Source: an optimization exercise on an open RTL-to-GDS flow (aim: small area and a short achievable clock period). Production flows keep margins and buffers that such runs may drop. The RTL was checked by simulation tests, not by an equivalence proof against the original design. The flow treats the clock pin as an ideal source, which a real chip does not have.

## v46
==> flow/design.v <==
package edf_ic_pkg;
    localparam logic REG_CTRL   = 1'b0;
    localparam logic REG_OFFSET = 1'b1;
    localparam int CTRL_EN_BIT   = 0;
    localparam int CTRL_MODE_BIT = 1;
    localparam int CTRL_IP_BIT   = 2;
    localparam int CTRL_BUSY_BIT = 3;
endpackage
module edf_dl_add (
    input  logic [63:0] ts,
    input  logic [31:0] off,
    output logic [63:0] dl
);
    logic [31:0] g [6];
    logic [31:0] p [6];
    logic [31:0] a [6];
    assign g[0] = ts[31:0] & off;
    assign p[0] = ts[31:0] ^ off;
    assign a[0] = ts[63:32];
    for (genvar l = 0; l < 5; l++) begin : g_lvl
        for (genvar i = 0; i < 32; i++) begin : g_bit
            if (((i >> l) & 1) == 1) begin : g_cmb
                localparam int J = ((i >> l) << l) - 1;
                assign g[l+1][i] = g[l][i] | (p[l][i] & g[l][J]);
                assign p[l+1][i] = p[l][i] & p[l][J];
                assign a[l+1][i] = a[l][i] & a[l][J];
            end else begin : g_pass
                assign g[l+1][i] = g[l][i];
                assign p[l+1][i] = p[l][i];
                assign a[l+1][i] = a[l][i];
            end
        end
    end
    logic [31:0] c_lo;
    logic [31:0] inc;
    assign c_lo = {g[5][30:0], 1'b0};
    assign inc  = {a[5][30:0], 1'b1} & {32{g[5][31]}};
    assign dl   = {ts[63:32] ^ inc, (ts[31:0] ^ off) ^ c_lo};
endmodule
module edf_lt64 (
    input  logic [63:0] x,
    input  logic [63:0] y,
    output logic        lt
);
    logic [63:0] l [7];
    logic [63:0] e [7];
    assign l[0] = ~x & y;
    assign e[0] = ~(x ^ y);
    for (genvar k = 0; k < 6; k++) begin : g_lvl
        localparam int N = 64 >> (k + 1);
        for (genvar i = 0; i < N; i++) begin : g_node
            assign l[k+1][i] = l[k][2*i+1] | (e[k][2*i+1] & l[k][2*i]);
            assign e[k+1][i] = e[k][2*i+1] & e[k][2*i];
        end
        for (genvar i = N; i < 64; i++) begin : g_zero
            assign l[k+1][i] = 1'b0;
            assign e[k+1][i] = 1'b0;
        end
    end
    assign lt = l[6][0];
endmodule
module edf_gateway_array
#(
    parameter int NumIrq   = 8,
    parameter int TsWidth  = 64,
    parameter int OffWidth = 32,
    parameter int IdWidth  = (NumIrq > 1) ? $clog2(NumIrq) : 1
) (
    input  logic               clk_i,
    input  logic               rst_ni,
    input  logic [63:0]        mtime_i,
    input  logic [NumIrq-1:0]  irq_i,
    input  logic               claim_i,
    input  logic [IdWidth-1:0] claim_id_i,
    input  logic               complete_i,
    input  logic [IdWidth-1:0] complete_id_i,
    input  logic               cfg_req_i,
    input  logic               cfg_we_i,
    input  logic [IdWidth:0]   cfg_addr_i,
    input  logic [31:0]        cfg_wdata_i,
    output logic [31:0]        cfg_rdata_o,
    output logic               irq_o,
    output logic [IdWidth-1:0] irq_id_o,
    output logic [TsWidth-1:0] irq_dl_o,
    output logic [NumIrq-1:0]  ip_o
);
    logic [7:0]  en_q, mode_q, ip_q, busy_q, prev_q;
    logic [31:0] off_q [8];
    logic [63:0] ts_q  [8];
    logic [63:0] dl    [8];
    logic [2:0]  cfg_ch;
    logic        cfg_wr;
    assign cfg_ch = cfg_addr_i[3:1];
    assign cfg_wr = cfg_req_i & cfg_we_i;
    for (genvar c = 0; c < 8; c++) begin : g_chan
        logic wr_sel, ctrl_we, off_we, claim_sel, complete_hit;
        logic req, acc_raw, claim_hit, accept;
        assign wr_sel       = cfg_wr & (cfg_ch == 3'(c));
        assign ctrl_we      = wr_sel & ~cfg_addr_i[0];
        assign off_we       = wr_sel &  cfg_addr_i[0];
        assign claim_sel    = claim_i & (claim_id_i == 3'(c));
        assign complete_hit = complete_i & (complete_id_i == 3'(c));
        assign req       = mode_q[c] ? (irq_i[c] & ~prev_q[c]) : irq_i[c];
        assign acc_raw   = req & en_q[c] & ~ip_q[c] & ~busy_q[c];
        assign claim_hit = claim_sel & (ip_q[c] | acc_raw);
        assign accept    = acc_raw & ~claim_hit & ~complete_hit;
        always_ff @(posedge clk_i or negedge rst_ni) begin
            if (!rst_ni) begin
                prev_q[c] <= 1'b0;
                en_q[c]   <= 1'b0;
                mode_q[c] <= 1'b0;
                off_q[c]  <= '0;
                ip_q[c]   <= 1'b0;
                busy_q[c] <= 1'b0;
            end else begin
                prev_q[c] <= irq_i[c];
                if (ctrl_we) begin
                    en_q[c]   <= cfg_wdata_i[edf_ic_pkg::CTRL_EN_BIT];
                    mode_q[c] <= cfg_wdata_i[edf_ic_pkg::CTRL_MODE_BIT];
                end
                if (off_we) off_q[c] <= cfg_wdata_i;
                if (accept) ip_q[c] <= 1'b1;
                if (claim_hit) begin
                    ip_q[c]   <= 1'b0;
                    busy_q[c] <= 1'b1;
                end
                if (complete_hit) busy_q[c] <= 1'b0;
                if (ctrl_we && !cfg_wdata_i[edf_ic_pkg::CTRL_EN_BIT]) ip_q[c] <= 1'b0;
            end
        end
        always_ff @(posedge clk_i) begin
            if (!ip_q[c]) ts_q[c] <= mtime_i;
        end
        edf_dl_add u_add (.ts(ts_q[c]), .off(off_q[c]), .dl(dl[c]));
    end
    logic [31:0] rd_word;
    always_comb begin
        if (cfg_addr_i[0]) rd_word = off_q[cfg_ch];
        else               rd_word = {28'b0, busy_q[cfg_ch], ip_q[cfg_ch],
                                      mode_q[cfg_ch], en_q[cfg_ch]};
    end
    always_ff @(posedge clk_i or negedge rst_ni) begin
        if (!rst_ni)        cfg_rdata_o <= '0;
        else if (cfg_req_i) cfg_rdata_o <= rd_word;
    end
    logic [3:0]  pv;
    logic [3:0]  pid;
    logic [63:0] pdl [4];
    for (genvar k = 0; k < 4; k++) begin : g_pair
        logic lt, sel;
        edf_lt64 u_lt (.x(dl[2*k+1]), .y(dl[2*k]), .lt(lt));
        assign sel    = ip_q[2*k+1] & (~ip_q[2*k] | lt);
        assign pv[k]  = ip_q[2*k] | ip_q[2*k+1];
        assign pid[k] = sel;
        assign pdl[k] = sel ? dl[2*k+1] : dl[2*k];
    end
    logic [3:0] b [4];
    logic [3:0] w;
    for (genvar j = 0; j < 4; j++) begin : g_j
        for (genvar i = 0; i < 4; i++) begin : g_i
            if (j > i) begin : g_cmp
                logic lt;
                edf_lt64 u_lt (.x(pdl[j]), .y(pdl[i]), .lt(lt));
                assign b[j][i] = pv[j] & (~pv[i] | lt);
            end else begin : g_none
                assign b[j][i] = 1'b0;
            end
        end
    end
    assign w[0] = pv[0] & ~b[1][0] & ~b[2][0] & ~b[3][0];
    assign w[1] = b[1][0] & ~b[2][1] & ~b[3][1];
    assign w[2] = b[2][0] & b[2][1] & ~b[3][2];
    assign w[3] = b[3][0] & b[3][1] & b[3][2];
    logic [2:0]  win_id;
    logic [63:0] win_dl;
    assign win_id = {w[3] | w[2], w[3] | w[1],
                     |(w & pid)};
    assign win_dl = ({64{w[0]}} & pdl[0]) | ({64{w[1]}} & pdl[1]) |
                    ({64{w[2]}} & pdl[2]) | ({64{w[3]}} & pdl[3]);
    always_ff @(posedge clk_i or negedge rst_ni) begin
        if (!rst_ni) begin
            irq_o    <= 1'b0;
            irq_id_o <= '0;
            irq_dl_o <= '0;
            ip_o     <= '0;
        end else begin
            irq_o    <= |pv;
            irq_id_o <= win_id;
            irq_dl_o <= win_dl;
            ip_o     <= ip_q;
        end
    end
endmodule
export LEC_CHECK = 0
export ABC_AREA = 1
export CAP_MARGIN = 20
export CORE_MARGIN = 2
export CORE_UTILIZATION = 55
export SLEW_MARGIN = 20
export SYNTH_HIERARCHICAL = 1
create_clock -name core_clock -period 24.0 [get_ports {clk_i}]
standard.sh (not shown) runs the stock make flow with config.mk's settings and CLKGATE_MAP_FILE= SYNTH_SCRIPT=/design/flow/synth_recipe.tcl, a recipe that flattens the netlist after the stock synthesis.
==> flow/flow/run.sh <==
#!/bin/bash
# Standard layout (the standard flow's config.mk and SDC, unchanged) with these changes:
# - synthesis leaves full and half adders to abc as plain gates (the adder
#   cells are added to DONT_USE_CELLS); registers are untouched;
# - repair_timing aims for extra setup slack, and sizing may change a cell's
#   footprint;
# - the port buffers are plain buffers instead of the delay cells that
#   buffer_ports picks on its own;
# - after CTS, flow/skew.tcl delays the clock of the arbiter result
#   registers (internal useful skew) and then runs the post-CTS repair.
set -euo pipefail
# The platform's own DONT_USE_CELLS (sky130hd config.mk), then the adder cells.
DU="sky130_fd_sc_hd__probe_p_8 \
sky130_fd_sc_hd__probec_p_8 \
sky130_fd_sc_hd__lpflow_bleeder_1 \
sky130_fd_sc_hd__lpflow_clkbufkapwr_1 \
sky130_fd_sc_hd__lpflow_clkbufkapwr_16 \
sky130_fd_sc_hd__lpflow_clkbufkapwr_2 \
sky130_fd_sc_hd__lpflow_clkbufkapwr_4 \
sky130_fd_sc_hd__lpflow_clkbufkapwr_8 \
sky130_fd_sc_hd__lpflow_clkinvkapwr_1 \
sky130_fd_sc_hd__lpflow_clkinvkapwr_16 \
sky130_fd_sc_hd__lpflow_clkinvkapwr_2 \
sky130_fd_sc_hd__lpflow_clkinvkapwr_4 \
sky130_fd_sc_hd__lpflow_clkinvkapwr_8 \
sky130_fd_sc_hd__lpflow_decapkapwr_12 \
sky130_fd_sc_hd__lpflow_decapkapwr_3 \
sky130_fd_sc_hd__lpflow_decapkapwr_4 \
sky130_fd_sc_hd__lpflow_decapkapwr_6 \
sky130_fd_sc_hd__lpflow_decapkapwr_8 \
sky130_fd_sc_hd__lpflow_inputiso0n_1 \
sky130_fd_sc_hd__lpflow_inputiso0p_1 \
sky130_fd_sc_hd__lpflow_inputiso1n_1 \
sky130_fd_sc_hd__lpflow_inputiso1p_1 \
sky130_fd_sc_hd__lpflow_inputisolatch_1 \
sky130_fd_sc_hd__lpflow_isobufsrc_1 \
sky130_fd_sc_hd__lpflow_isobufsrc_16 \
sky130_fd_sc_hd__lpflow_isobufsrc_2 \
sky130_fd_sc_hd__lpflow_isobufsrc_4 \
sky130_fd_sc_hd__lpflow_isobufsrc_8 \
sky130_fd_sc_hd__lpflow_isobufsrckapwr_16 \
sky130_fd_sc_hd__lpflow_lsbuf_lh_hl_isowell_tap_1 \
sky130_fd_sc_hd__lpflow_lsbuf_lh_hl_isowell_tap_2 \
sky130_fd_sc_hd__lpflow_lsbuf_lh_hl_isowell_tap_4 \
sky130_fd_sc_hd__lpflow_lsbuf_lh_isowell_4 \
sky130_fd_sc_hd__lpflow_lsbuf_lh_isowell_tap_1 \
sky130_fd_sc_hd__lpflow_lsbuf_lh_isowell_tap_2 \
sky130_fd_sc_hd__lpflow_lsbuf_lh_isowell_tap_4"
export SKEW_CELLS="clkdlybuf4s50_1 clkbuf_4"
bash standard.sh SETUP_SLACK_MARGIN=17 MATCH_CELL_FOOTPRINT=0 \
  "DONT_USE_CELLS=$DU sky130_fd_sc_hd__fa_* sky130_fd_sc_hd__ha_*" \
  "BUFFER_PORTS_ARGS=-buffer_cell sky130_fd_sc_hd__buf_2" \
  SKIP_CTS_REPAIR_TIMING=1 POST_CTS_TCL=$PWD/flow/skew.tcl finish > standard.log 2>&1
==> flow/flow/skew.tcl <==
# Sourced by ORFS's cts.tcl after clock_tree_synthesis (POST_CTS_TCL).
# The arbiter result registers (irq_dl_o, irq_id_o) end the longest
# register-to-register paths. Their clock is taken from the tree through a
# short chain of delay cells, so those internal paths get more of the cycle.
# Only these registers move later; no input-to-register path gains from it.
set skew_cells $::env(SKEW_CELLS)
set block [ord::get_db_block]
set dbu [$block getDbUnitsPerMicron]

# clock net name -> list of result-register CLK pins on it
set groups [dict create]
foreach net [get_nets clknet*] {
  foreach pin [get_pins -of_objects $net] {
    set cn [get_full_name [get_cells -of_objects $pin]]
    if { ([string match "irq_dl_o*" $cn] || [string match "irq_id_o*" $cn]) &&
         [get_property $pin lib_pin_name] eq "CLK" } {
      dict lappend groups [get_full_name $net] $pin
    }
  }
}

set g 0
dict for {netname pins} $groups {
  set sx 0; set sy 0
  foreach pin $pins {
    lassign [[sta::sta_to_db_inst [get_cells -of_objects $pin]] getLocation] x y
    set sx [expr {$sx + $x}]; set sy [expr {$sy + $y}]
  }
  set n [llength $pins]
  set loc [list [expr {double($sx) / $n / $dbu}] [expr {double($sy) / $n / $dbu}]]
  # Build the chain from the registers back towards the tree.
  set k 0
  foreach cell [lreverse $skew_cells] {
    set bname "skew_${g}_${k}"
    set buf [insert_buffer -buffer_cell sky130_fd_sc_hd__$cell -net [get_nets $netname] \
      -load_pins $pins -buffer_name $bname -location $loc]
    set pins [get_pins [get_full_name $buf]/A]
    incr k
  }
  puts "skew: group $g on $netname: $n registers, [llength $skew_cells] cells"
  incr g
}

log_cmd estimate_parasitics -placement
set result [catch { detailed_placement } msg]
if { $result != 0 } { error "Detailed placement failed after skew insertion: $msg" }
log_cmd estimate_parasitics -placement
repair_timing_helper
set result [catch { detailed_placement } msg]
if { $result != 0 } { error "Detailed placement failed after repair: $msg" }
check_placement -verbose
report_worst_slack -max
report_worst_slack -min
v46 ended with every stage complete and zero timing, DRC or antenna violations.
### v46 -> v49
- ABC_AREA: 1 -> unset
-- flow/flow/run.sh --
<<< v46, line 49
export SKEW_CELLS="clkdlybuf4s50_1 clkbuf_4"
>>> v49, line 49
export SKEW_CELLS="dlygate4sd3_1 clkdlybuf4s50_1 clkbuf_4"
Results
Nothing crashed in v49 and all stages finished; the problem is that the final layout failed, the offending checks being negative hold slack.
Per the comparison of v49 with v46, area taken by flip-flops and latches now sits at about the same level; global-route usage up 6.4 points.
v49 vs v46, met1 track utilization from global routing went up by 5.7 points.
v49 vs v46 — area growth from synthesis to final layout rose 13 points.
Looking at timing endpoint of the critical path, the irq_dl_o[15] result is from v46; the irq_dl_o[8]$_DFF_PN0_ one comes from v49.
Hold slack delta (v49 − v46): unfavourable
Delta (v49 minus v46): end-of-flow core utilization now sits higher; achievable clock frequency shows a reduction of 13%; largest stage delay on the critical path grew by 250 ps.
| final design area excluding fillers | v49 vs v46 | 1.1% higher |
The following lists how v9 was set up differently from v49:
- ABC_AREA newly set to 1
==> flow/flow/run.sh <==
#!/bin/bash
# Standard layout (the standard flow's config.mk and SDC, unchanged; standard synthesis)
# with these changes:
# - repair_timing aims for extra setup slack, and sizing may change a cell's
#   footprint;
# - the port buffers are plain buffers instead of the delay cells that
#   buffer_ports picks on its own;
# - after CTS, flow/skew.tcl delays the clock of the arbiter result
#   registers (internal useful skew) and then runs the post-CTS repair.
set -euo pipefail
export SKEW_CELLS="clkdlybuf4s50_1 clkbuf_4"
bash standard.sh SETUP_SLACK_MARGIN=17 HOLD_SLACK_MARGIN=0.1 MATCH_CELL_FOOTPRINT=0 \
  "BUFFER_PORTS_ARGS=-buffer_cell sky130_fd_sc_hd__buf_2" \
  SKIP_CTS_REPAIR_TIMING=1 POST_CTS_TCL=$PWD/flow/skew.tcl finish > standard.log 2>&1
==> results.txt <==
v9 reached the final stage; the timing, DRC and antenna checks on its layout passed.
Changes observed in v9 relative to v49: distinct cell type count after synthesis went down by 48.
v9 vs v49, main combinational cell family by area after synthesis: simple AND/OR/NAND/NOR gates vs compound AO/OA/AOI/OAI gates
Re hold slack: v49 was lower than v9.
v49 → v9: cell area reported after detailed placement moved up; average instance area after synthesis moved down.
> inputs changed (v9 -> v22)
- ABC_AREA no longer set, was 1
==> flow/flow/run.sh <==
#!/bin/bash
# Standard layout (the standard flow's config.mk and SDC, unchanged), with more timing
# repair effort: repair_timing aims for extra setup slack, sizing may change a
# cell's footprint, and the port buffers are plain buffers instead of the
# delay cells buffer_ports picks on its own. After CTS, flow/skew.tcl delays
# the clock of the arbiter result registers (internal useful skew) and then
# runs the post-CTS timing repair itself.
set -euo pipefail
export SKEW_CELLS="clkdlybuf4s50_1 clkdlybuf4s18_1 clkbuf_4"
bash standard.sh SETUP_SLACK_MARGIN=17 MATCH_CELL_FOOTPRINT=0 \
  "BUFFER_PORTS_ARGS=-buffer_cell sky130_fd_sc_hd__buf_2" \
  SKIP_CTS_REPAIR_TIMING=1 POST_CTS_TCL=$PWD/flow/skew.tcl finish > standard.log 2>&1
### Flow results
Diff v9 -> v22 | detailed-placement wirelength estimate | up by a little under 10%. v22 ends up with a global routing met1 resource utilization that is 4.5 points higher than in v9. v22 against v9: setup slack now sits lower, number of cells on the worst reg-to-reg path down 9, floorplan die height saw a decrease, area taken by flip-flops and latches held.

==> port drivers added, routing unchanged <==
In the flow no input, the clock included, has a driving cell. The finished layouts below were timed again as built, in two steps. Step 1, drivers: a clkbuf_16 drives clk_i and a buf_2 each remaining input, both assumed. Step 2, shift: input delay + t, output delay - t, t = (earliest + latest rising clock arrival at the registers) / 2. This alone moves slack from input paths to output paths. Slacks: no drivers / after step 1 / after step 2; pairs: no drivers / after step 1.
run | shift t [ns] | setup slack, ns | hold slack, ns | latest minus earliest clock arrival (ns) | worst register clock-pin slew, ns | worst slew at a driven data input, ns | cell pins on the clock port's net
v46 | 1.143 | 16.995 / 16.905 / 15.977 | 0.195 / 0.195 / 0.195 | 0.721 / 0.721 | 0.10 / 0.10 | 0.15 | 1
v49 | 1.429 | 15.913 / 15.913 / 15.615 | -0.016 / -0.016 / -0.016 | 1.254 / 1.253 | 0.10 / 0.10 | 0.05 | 1
v9 | 1.149 | 16.943 / 16.943 / 16.011 | 0.138 / 0.138 / 0.138 | 0.704 / 0.704 | 0.10 / 0.10 | 0.11 | 1
v22 | 1.276 | 15.804 / 15.804 / 15.642 | 0.056 / 0.056 / 0.056 | 0.937 / 0.938 | 0.09 / 0.09 | 0.23 | 1
Clock arrivals are far apart in every run listed, so t is only a midpoint there and step 2 fits no single register. The setup slack of v46, which loses most, moves by -0.090 ns with the drivers and by -1.018 ns with both steps.
